Background: an optimization exercise with open tools, aiming at small area. Do not read the settings as production practice.

==> flow/design.v (excerpt) <==
module prog_mem #(
  parameter logic [7:0] NOP_OPCODE = 8'h00,
  parameter int         DEPTH      = 256
) (
  input  logic       clk,
  input  logic       CLB,
  input  logic [7:0] PC,
  output logic [7:0] INST,
  input  logic       load_start,
  input  logic [7:0] load_len,
  input  logic       ld_valid,
  input  logic [7:0] ld_data,
  output logic       ld_ready,
  output logic       busy,
  output logic       done,
  output logic       run
);
==> module prog_mem, before the edit <==
module prog_mem #(
  parameter logic [7:0] NOP_OPCODE = 8'h00,
  parameter int         DEPTH      = 256
) (
  input  logic       clk,
  input  logic       CLB,
  input  logic [7:0] PC,
  output logic [7:0] INST,
  input  logic       load_start,
  input  logic [7:0] load_len,
  input  logic       ld_valid,
  input  logic [7:0] ld_data,
  output logic       ld_ready,
  output logic       busy,
  output logic       done,
  output logic       run
);
  logic       loadQ, doneQ, runQ;
  logic [7:0] wrAddr, lenQ;
  logic [7:0] wrInc;
  logic       start, accept, last;
  assign wrInc    = wrAddr + 8'h01;
  assign start    = load_start & ~loadQ & ~doneQ;
  assign accept   = ld_valid & loadQ;
  assign last     = (wrInc == lenQ);
  assign ld_ready = loadQ;
  assign busy     = loadQ;
  assign done     = doneQ;
  assign run      = runQ;
  always_ff @(posedge clk or negedge CLB) begin
    if (!CLB) begin
      loadQ <= 1'b0;
      doneQ <= 1'b0;
      runQ  <= 1'b0;
    end else begin
      loadQ <= start | (loadQ & ~(accept & last));
      doneQ <= accept & last;
      runQ  <= doneQ | (runQ & ~load_start);
    end
  end
  always_ff @(posedge clk) begin
    if (start) begin
      wrAddr <= 8'h00;
      lenQ   <= load_len;
    end else if (accept) begin
      wrAddr <= wrInc;
    end
  end
  logic [15:0] wLo, wLoN, wHi, wHiN;
  pm_dec4 u_wlo (.a(wrAddr[3:0]), .en(accept), .y(wLo), .yn(wLoN));
  pm_dec4 u_whi (.a(wrAddr[7:4]), .en(1'b1),   .y(wHi), .yn(wHiN));
  logic [15:0] rLo, rLoN, rHi, rHiN;
  pm_dec4 u_rlo (.a(PC[3:0]), .en(runQ), .y(rLo), .yn(rLoN));
  pm_dec4 u_rhi (.a(PC[7:4]), .en(1'b1), .y(rHi), .yn(rHiN));
  logic [7:0] wData;
  assign wData = ~ld_data;
  logic [8*DEPTH-1:0] memN, memD;
  logic [DEPTH-1:0]   selN;
  for (genvar i = 0; i < DEPTH; i++) begin : g_word
    logic we, web;
    pm_wdec u_wdec (.lo(wLo[i % 16]), .hi(wHi[i / 16]), .lon(wLoN[i % 16]), .hin(wHiN[i / 16]),
                    .we(we), .web(web));
    pm_hold8 u_hold (.q(memN[8*i +: 8]), .we(we), .web(web), .y(wData), .d(memD[8*i +: 8]));
    pm_nand2 u_sel (.a(rLo[i % 16]), .b(rHi[i / 16]), .y(selN[i]));
  end
  always_ff @(posedge clk) memN <= memD;
  logic [7:0] t1 [128];
  logic [7:0] t2 [32];
  logic [7:0] t3 [8];
  logic [7:0] t4 [2];
  for (genvar k = 0; k < 128; k++) begin : g_rd
    pm_rd2 u_rd (.sa(selN[2*k]), .qa(memN[16*k +: 8]), .sb(selN[2*k+1]), .qb(memN[16*k+8 +: 8]), .y(t1[k]));
  end
  for (genvar k = 0; k < 32; k++) begin : g_t2
    pm_nor4 u_n (.a(t1[4*k]), .b(t1[4*k+1]), .c(t1[4*k+2]), .d(t1[4*k+3]), .y(t2[k]));
  end
  for (genvar k = 0; k < 8; k++) begin : g_t3
    pm_nand4 u_n (.a(t2[4*k]), .b(t2[4*k+1]), .c(t2[4*k+2]), .d(t2[4*k+3]), .y(t3[k]));
  end
  for (genvar k = 0; k < 2; k++) begin : g_t4
    pm_nor4 u_n (.a(t3[4*k]), .b(t3[4*k+1]), .c(t3[4*k+2]), .d(t3[4*k+3]), .y(t4[k]));
  end
  assign INST = ~(t4[0] & t4[1]);
endmodule
==> module pm_hold8, before the edit <==
module pm_hold8 (
  input  logic [7:0] q,
  input  logic       we,
  input  logic       web,
  input  logic [7:0] y,
  output logic [7:0] d
);
  assign d = (q & {8{web}}) | (y & {8{we}});
endmodule
Settings: LEC_CHECK=0, CAP_MARGIN=20, CORE_MARGIN=2, CORE_UTILIZATION=55, SLEW_MARGIN=20, SYNTH_HIERARCHICAL=1; clock period 8.0 ns.
standard.sh (not shown) runs the stock make flow with config.mk's settings and CLKGATE_MAP_FILE= SYNTH_SCRIPT=/design/flow/synth_recipe.tcl, a recipe that flattens the netlist after the stock synthesis.
==> flow/flow/run.sh <==
#!/bin/bash
# Own layout flow: the standard synthesis, then a netlist clean-up (ABC's buffers removed and
# combinational cells set to their smallest drive strength; registers untouched), then the
# standard layout from floorplan to finish on that netlist.
set -euo pipefail
R=orfs/results/${FLOW_PLATFORM}/prog_mem/base
bash standard.sh synth > synth.log 2>&1
cp $R/1_2_yosys.v $R/1_2_yosys.std.v
python3 flow/tune.py $R/1_2_yosys.std.v $R/1_2_yosys.v flow/cells.txt > tune.log 2>&1
touch $R/1_2_yosys.v
bash standard.sh > layout.log 2>&1
==> flow/flow/cells.txt <==
a2111o_1 a2111o_2 a2111o_4 a2111oi_0 a2111oi_1 a2111oi_2 a2111oi_4 a211o_1 a211o_2 a211o_4 a211oi_1 a211oi_2 a211oi_4 a21bo_1 a21bo_2 a21bo_4 a21boi_0 a21boi_1 a21boi_2 a21boi_4 a21o_1 a21o_2 a21o_4 a21oi_1 a21oi_2 a21oi_4 a221o_1 a221o_2 a221o_4 a221oi_1 a221oi_2 a221oi_4 a222oi_1 a22o_1 a22o_2 a22o_4 a22oi_1 a22oi_2 a22oi_4 a2bb2o_1 a2bb2o_2 a2bb2o_4 a2bb2oi_1 a2bb2oi_2 a2bb2oi_4 a311o_1 a311o_2 a311o_4 a311oi_1 a311oi_2 a311oi_4 a31o_1 a31o_2 a31o_4 a31oi_1 a31oi_2 a31oi_4 a32o_1 a32o_2 a32o_4 a32oi_1 a32oi_2 a32oi_4 a41o_1 a41o_2 a41o_4 a41oi_1 a41oi_2 a41oi_4 and2_0 and2_1 and2_2 and2_4 and2b_1 and2b_2 and2b_4 and3_1 and3_2 and3_4 and3b_1 and3b_2 and3b_4 and4_1 and4_2 and4_4 and4b_1 and4b_2 and4b_4 and4bb_1 and4bb_2 and4bb_4 buf_1 buf_12 buf_16 buf_2 buf_4 buf_6 buf_8 bufbuf_16 bufbuf_8 bufinv_16 bufinv_8 clkbuf_1 clkbuf_16 clkbuf_2 clkbuf_4 clkbuf_8 clkdlybuf4s15_1 clkdlybuf4s15_2 clkdlybuf4s18_1 clkdlybuf4s18_2 clkdlybuf4s25_1 clkdlybuf4s25_2 clkdlybuf4s50_1 clkdlybuf4s50_2 clkinv_1 clkinv_16 clkinv_2 clkinv_4 clkinv_8 clkinvlp_2 clkinvlp_4 conb_1 decap_12 decap_3 decap_4 decap_6 decap_8 dfbbn_1 dfbbn_2 dfbbp_1 dfrbp_1 dfrbp_2 dfrtn_1 dfrtp_1 dfrtp_2 dfrtp_4 dfsbp_1 dfsbp_2 dfstp_1 dfstp_2 dfstp_4 dfxbp_1 dfxbp_2 dfxtp_1 dfxtp_2 dfxtp_4 diode_2 dlclkp_1 dlclkp_2 dlclkp_4 dlrbn_1 dlrbn_2 dlrbp_1 dlrbp_2 dlrtn_1 dlrtn_2 dlrtn_4 dlrtp_1 dlrtp_2 dlrtp_4 dlxbn_1 dlxbn_2 dlxbp_1 dlxtn_1 dlxtn_2 dlxtn_4 dlxtp_1 dlygate4sd1_1 dlygate4sd2_1 dlygate4sd3_1 dlymetal6s2s_1 dlymetal6s4s_1 dlymetal6s6s_1 ebufn_1 ebufn_2 ebufn_4 ebufn_8 edfxbp_1 edfxtp_1 einvn_0 einvn_1 einvn_2 einvn_4 einvn_8 einvp_1 einvp_2 einvp_4 einvp_8 fa_1 fa_2 fa_4 fah_1 fahcin_1 fahcon_1 ha_1 ha_2 ha_4 inv_1 inv_12 inv_16 inv_2 inv_4 inv_6 inv_8 lpflow_bleeder_1 lpflow_clkbufkapwr_1 lpflow_clkbufkapwr_16 lpflow_clkbufkapwr_2 lpflow_clkbufkapwr_4 lpflow_clkbufkapwr_8 lpflow_clkinvkapwr_1 lpflow_clkinvkapwr_16 lpflow_clkinvkapwr_2 lpflow_clkinvkapwr_4 lpflow_clkinvkapwr_8 lpflow_decapkapwr_12 lpflow_decapkapwr_3 lpflow_decapkapwr_4 lpflow_decapkapwr_6 lpflow_decapkapwr_8 lpflow_inputiso0n_1 lpflow_inputiso0p_1 lpflow_inputiso1n_1 lpflow_inputiso1p_1 lpflow_inputisolatch_1 lpflow_isobufsrc_1 lpflow_isobufsrc_16 lpflow_isobufsrc_2 lpflow_isobufsrc_4 lpflow_isobufsrc_8 lpflow_isobufsrckapwr_16 lpflow_lsbuf_lh_hl_isowell_tap_1 lpflow_lsbuf_lh_hl_isowell_tap_2 lpflow_lsbuf_lh_hl_isowell_tap_4 lpflow_lsbuf_lh_isowell_4 lpflow_lsbuf_lh_isowell_tap_1 lpflow_lsbuf_lh_isowell_tap_2 lpflow_lsbuf_lh_isowell_tap_4 macro_sparecell maj3_1 maj3_2 maj3_4 mux2_1 mux2_2 mux2_4 mux2_8 mux2i_1 mux2i_2 mux2i_4 mux4_1 mux4_2 mux4_4 nand2_1 nand2_2 nand2_4 nand2_8 nand2b_1 nand2b_2 nand2b_4 nand3_1 nand3_2 nand3_4 nand3b_1 nand3b_2 nand3b_4 nand4_1 nand4_2 nand4_4 nand4b_1 nand4b_2 nand4b_4 nand4bb_1 nand4bb_2 nand4bb_4 nor2_1 nor2_2 nor2_4 nor2_8 nor2b_1 nor2b_2 nor2b_4 nor3_1 nor3_2 nor3_4 nor3b_1 nor3b_2 nor3b_4 nor4_1 nor4_2 nor4_4 nor4b_1 nor4b_2 nor4b_4 nor4bb_1 nor4bb_2 nor4bb_4 o2111a_1 o2111a_2 o2111a_4 o2111ai_1 o2111ai_2 o2111ai_4 o211a_1 o211a_2 o211a_4 o211ai_1 o211ai_2 o211ai_4 o21a_1 o21a_2 o21a_4 o21ai_0 o21ai_1 o21ai_2 o21ai_4 o21ba_1 o21ba_2 o21ba_4 o21bai_1 o21bai_2 o21bai_4 o221a_1 o221a_2 o221a_4 o221ai_1 o221ai_2 o221ai_4 o22a_1 o22a_2 o22a_4 o22ai_1 o22ai_2 o22ai_4 o2bb2a_1 o2bb2a_2 o2bb2a_4 o2bb2ai_1 o2bb2ai_2 o2bb2ai_4 o311a_1 o311a_2 o311a_4 o311ai_0 o311ai_1 o311ai_2 o311ai_4 o31a_1 o31a_2 o31a_4 o31ai_1 o31ai_2 o31ai_4 o32a_1 o32a_2 o32a_4 o32ai_1 o32ai_2 o32ai_4 o41a_1 o41a_2 o41a_4 o41ai_1 o41ai_2 o41ai_4 or2_0 or2_1 or2_2 or2_4 or2b_1 or2b_2 or2b_4 or3_1 or3_2 or3_4 or3b_1 or3b_2 or3b_4 or4_1 or4_2 or4_4 or4b_1 or4b_2 or4b_4 or4bb_1 or4bb_2 or4bb_4 probe_p_8 probec_p_8 sdfbbn_1 sdfbbn_2 sdfbbp_1 sdfrbp_1 sdfrbp_2 sdfrtn_1 sdfrtp_1 sdfrtp_2 sdfrtp_4 sdfsbp_1 sdfsbp_2 sdfstp_1 sdfstp_2 sdfstp_4 sdfxbp_1 sdfxbp_2 sdfxtp_1 sdfxtp_2 sdfxtp_4 sdlclkp_1 sdlclkp_2 sdlclkp_4 sedfxbp_1 sedfxbp_2 sedfxtp_1 sedfxtp_2 sedfxtp_4 xnor2_1 xnor2_2 xnor2_4 xnor3_1 xnor3_2 xnor3_4 xor2_1 xor2_2 xor2_4 xor3_1 xor3_2 xor3_4 
==> flow/flow/tune.py <==
#!/usr/bin/env python3
"""Post-process the standard synthesis netlist: remove the buffers ABC inserted between
internal nets and set every combinational cell to its smallest drive strength. Registers are
left exactly as synthesised. Later repair steps resize and buffer where timing needs it.
usage: tune.py IN.v OUT.v CELLS.txt"""
import re, sys

src, dst, cells_file = sys.argv[1:4]
cells = set(open(cells_file).read().split())
text = open(src).read()

m = re.search(r'\bmodule\s+(\S+)\s*\((.*?)\);', text, re.S)
hdr_end = m.end()
body_start = hdr_end
end = text.rfind('endmodule')
body = text[body_start:end]

ports = set()
for d in re.finditer(r'^\s*(input|output|inout)\s+(?:\[[^\]]*\]\s*)?(\S+)\s*;', body, re.M):
    ports.add(d.group(2))

inst_re = re.compile(r'^(\s*)sky130_fd_sc_hd__(\w+)\s+(\S+)\s*\((.*?)\);\n', re.S | re.M)
pin_re = re.compile(r'\.(\w+)\(\s*(.*?)\s*\)(?=\s*,|\s*$)', re.S)

def base_net(n):
    n = n.strip()
    mm = re.match(r'^(\\\S+|\w+)', n)
    return mm.group(1) if mm else n

assigns = set()
for a in re.finditer(r'^\s*assign\s+(.*?);', body, re.M | re.S):
    for tok in re.findall(r'\\\S+|[A-Za-z_]\w*', a.group(1)):
        assigns.add(tok)

insts = []
for im in inst_re.finditer(body):
    pins = [(p.group(1), p.group(2).strip()) for p in pin_re.finditer(im.group(4))]
    insts.append([im.start(), im.end(), im.group(1), im.group(2), im.group(3), pins])

# buffers to remove: output not a port and not used in an assign
subst = {}
removed = set()
for k, (s, e, ind, typ, name, pins) in enumerate(insts):
    if re.match(r'(clk)?buf_\d+$', typ):
        pd = dict(pins)
        a, x = pd.get('A'), pd.get('X')
        if a is None or x is None:
            continue
        if base_net(x) in ports or base_net(x) in assigns or x in assigns:
            continue
        if a.startswith("1'") or x.startswith("1'"):
            continue
        subst[x] = a
        removed.add(k)

def resolve(n):
    seen = 0
    while n in subst and seen < 10000:
        n = subst[n]; seen += 1
    return n

def small(typ):
    mm = re.match(r'(.+)_(\d+)$', typ)
    if not mm:
        return typ
    b, sz = mm.group(1), int(mm.group(2))
    if re.match(r'(df|edf|sdf|dl|sedf)', b) or b in ('conb', 'tapvpwrvgnd', 'decap', 'fill', 'diode'):
        return typ
    for cand in (1, 0, 2):
        if cand < sz and f'{b}_{cand}' in cells:
            return f'{b}_{cand}'
    return typ

out = []
pos = 0
nrem = nsize = 0
for k, (s, e, ind, typ, name, pins) in enumerate(insts):
    out.append(body[pos:s])
    pos = e
    if k in removed:
        nrem += 1
        continue
    t2 = small(typ)
    if t2 != typ:
        nsize += 1
    pl = ',\n'.join(f'{ind}  .{p}({resolve(n)})' for p, n in pins)
    out.append(f'{ind}sky130_fd_sc_hd__{t2} {name} (\n{pl}\n{ind});\n')
out.append(body[pos:])
newbody = ''.join(out)
# nets only declared as wires can stay declared; unused wires are harmless.
open(dst, 'w').write(text[:body_start] + newbody + text[end:])
print(f'removed {nrem} buffers, downsized {nsize} cells, kept {len(insts)-nrem} cells')
The baseline ended with an error in netlist read-in after synthesis (STA-0171).
==> next run, changes <==
--- a/flow/design.v
+++ b/flow/design.v
@@ -19,4 +19,5 @@
   logic [7:0] wrAddr, lenQ;
   logic [7:0] wrInc;
+  logic       ph;
   logic       start, accept, last;
   assign wrInc    = wrAddr + 8'h01;
@@ -39,4 +40,5 @@
     end
   end
+  always_ff @(posedge clk) ph <= ~ph;
   always_ff @(posedge clk) begin
     if (start) begin
@@ -51,9 +53,9 @@
   pm_dec4 u_whi (.a(wrAddr[7:4]), .en(1'b1),   .y(wHi), .yn(wHiN));
   logic [15:0] rLo, rLoN, rHi, rHiN;
-  pm_dec4 u_rlo (.a(PC[3:0]), .en(runQ), .y(rLo), .yn(rLoN));
+  pm_dec4 u_rlo (.a(PC[3:0]), .en(1'b1), .y(rLo), .yn(rLoN));
   pm_dec4 u_rhi (.a(PC[7:4]), .en(1'b1), .y(rHi), .yn(rHiN));
   logic [7:0] wData;
-  assign wData = ~ld_data;
-  logic [8*DEPTH-1:0] memN, memD;
+  assign wData = ld_data ^ {8{ph}};
+  logic [8*DEPTH-1:0] memN, memD;   
   logic [DEPTH-1:0]   selN;
   for (genvar i = 0; i < DEPTH; i++) begin : g_word
@@ -81,5 +83,5 @@
     pm_nor4 u_n (.a(t3[4*k]), .b(t3[4*k+1]), .c(t3[4*k+2]), .d(t3[4*k+3]), .y(t4[k]));
   end
-  assign INST = ~(t4[0] & t4[1]);
+  assign INST = {8{runQ}} & ((t4[0] & t4[1]) ^ {8{ph}});
 endmodule
 module pm_dec4 (
@@ -112,5 +114,5 @@
   output logic [7:0] d
 );
-  assign d = (q & {8{web}}) | (y & {8{we}});
+  assign d = ~((q | {8{we}}) & (y | {8{web}}));
 endmodule
 module pm_nand2 (
The changed run stopped in netlist read-in after synthesis, error STA-0171.
Function was not checked in any run of this note: the RTL went through the layout flow alone.
